From an optimization exercise on the open Yosys and OpenROAD flow, aimed at small area, a short achievable clock period and few clock cycles per item; shortcuts taken in it are not production practice. The RTL was checked by simulation tests, not by an equivalence proof against the original design.

## muldiv_unit
module muldiv_unit (
    input  logic        clk,
    input  logic        rst,
    input  logic        start,
    input  logic [2:0]  op,
    input  logic [31:0] a,
    input  logic [31:0] b,
    output logic        busy,
    output logic [31:0] hi,
    output logic [31:0] lo
);
Settings: LEC_CHECK=0, ABC_AREA=1, CAP_MARGIN=20, CORE_MARGIN=2, CORE_UTILIZATION=40, SLEW_MARGIN=20, SYNTH_HIERARCHICAL=1; clock period 150.0 ns.
standard.sh (not shown) runs the stock make flow with config.mk's settings and CLKGATE_MAP_FILE= SYNTH_SCRIPT=/design/flow/synth_recipe.tcl, a recipe that flattens the netlist after the stock synthesis.
==> flow/flow/run.sh <==
#!/bin/bash
# Layout flow: the standard ORFS flow (standard.sh) with two changes.
#  1. Synthesis maps the logic with flow/abc_area.script, an area-oriented
#     ABC script (map -a, then buffering and sizing). Registers are mapped
#     before ABC runs, so they are exactly the standard synthesis's.
#  2. Ports are buffered with sky130_fd_sc_hd__buf_2 cells.
# Each tool's log is under orfs/logs/; make's own output is in flow_make.log.
set -euo pipefail
W=$(pwd)
rm -rf "$W/scripts_mod"
cp -r "$FLOW_HOME/scripts" "$W/scripts_mod"
cp "$W/flow/abc_area.script" "$W/scripts_mod/abc_area.script"
export SCRIPTS_DIR="$W/scripts_mod"
export BUFFER_PORTS_ARGS="-buffer_cell sky130_fd_sc_hd__buf_2"
bash "$W/standard.sh" > "$W/flow_make.log" 2>&1
==> flow/flow/abc_area.script <==
strash
dch
map -a
topo
stime -c
buffer -c
upsize -c
dnsize -c
Testbench counts at the start, summed over its fixed seeds: cycles 40,931, ops 12,000.
Then changed:
--- a/flow/design.v
+++ b/flow/design.v
@@ -45,39 +45,43 @@
     logic [2:0] nd;
     assign swap  = cm > cx;
     assign cmax  = swap ? cm : cx;
     assign nbits = 6'd32 + {5'd0, sgn_mul} - cmax;
     always_comb begin
         nd = 3'((nbits + 6'd7) >> 3);
         if (nd == 3'd0) nd = 3'd1;
     end
-    logic [6:0] dd;
-    logic [3:0] dj;
+    logic [5:0] lza;
+    logic signed [6:0] dd;
     logic [4:0] nq;
-    assign dd = {1'b0, cm} - {1'b0, cx} + {6'd0, xneg};
-    assign dj = dd[6] ? 4'd0 : (dd[5] ? 4'd15 : dd[4:1]);
-    assign nq = {1'b0, dj} + 5'd1;
+    assign lza = xneg ? (cx - 6'd1) : cx;
+    assign dd  = 7'({1'b0, cm}) - 7'({1'b0, lza});
+    always_comb begin
+        if (dd[6]) nq = 5'd1;
+        else if (dd > 7'sd30) nq = 5'd16;
+        else nq = 5'((dd + 7'sd2) >> 1);
+    end
     logic bzero;
     assign bzero = (M[31:0] == 32'd0);
     logic [4:0] ntot;
     always_comb begin
         if (is_mul) ntot = {2'd0, nd};
         else if (bzero) ntot = 5'd1;
         else ntot = nq;
     end
     logic [31:0] Xa;
     assign Xa = cneg(X, xneg);
     logic [31:0] mplr0;
     logic [32:0] shin;
     logic [3:0]  shj;
     logic [34:0] shout;
     assign mplr0 = swap ? M[31:0] : X;
     assign shin  = is_mul ? {1'b0, mplr0} : {M[31:0], 1'b0};
-    assign shj   = is_mul ? {nd[1:0] == 2'd0 ? 2'd0 : ~nd[1:0] + 2'd1, 2'b00} : dj;
+    assign shj   = is_mul ? {nd[1:0] == 2'd0 ? 2'd0 : ~nd[1:0] + 2'd1, 2'b00} : 4'(nq - 5'd1);
     assign shout = {{2{mneg}}, shin} << {shj, 1'b0};
     logic [32:0] mcand;
     logic [31:0] mplr;
     logic [8:0]  dig;
     logic        corr;
     logic [63:0] pin, psh, pnew;
     logic [42:0] ws;
     assign mcand = first ? {sgn_mul & (swap ? X[31] : M[31]), (swap ? X : M[31:0])} : M[32:0];
What happened: Fmax rises by about 1%. Die area falls by 1.9%. Routed wire length hardly moves. Count of clock-buffer cells in the layout falls by 9. Global-route usage rises by 0.25 points. Via count rises by 0.81%. Setup slack gets better by 0.31 ns. Worst hold slack gets worse by 0.015 ns. Synthesized area falls by about 2%. Clock skew is about the same. Register-to-register slack gets worse by 2.8 ns. Sequential share of layout area rises by 0.15 points.
Testbench counts after the change, summed over its fixed seeds: cycles 40,931, ops 12,000.

port drivers added, routing unchanged:
How much do the figures lean on ideal ports? The routed layouts below were timed once more, with nothing changed but the port constraints.
Step 1: set_driving_cell puts a clkbuf_16 on clk and a buf_2 on each other input, an assumption about the parent block.
Step 2, shift: input delay + t, output delay - t, t = (earliest + latest rising clock arrival at the registers) / 2. This alone moves slack from input paths to output paths.
Three values: ideal, step 1, step 2; two values: the first two.
run | t, ns | setup slack, ns | cell pins on the clock port's net
the first run | 0.549 | 118.394 / 118.339 / 118.267 | 1
the second run | 0.559 | 118.703 / 118.646 / 118.390 | 1
After both steps every run listed still meets setup and hold. The setup slack of the second run, which loses most, moves by -0.057 ns with the drivers and by -0.313 ns with both steps.
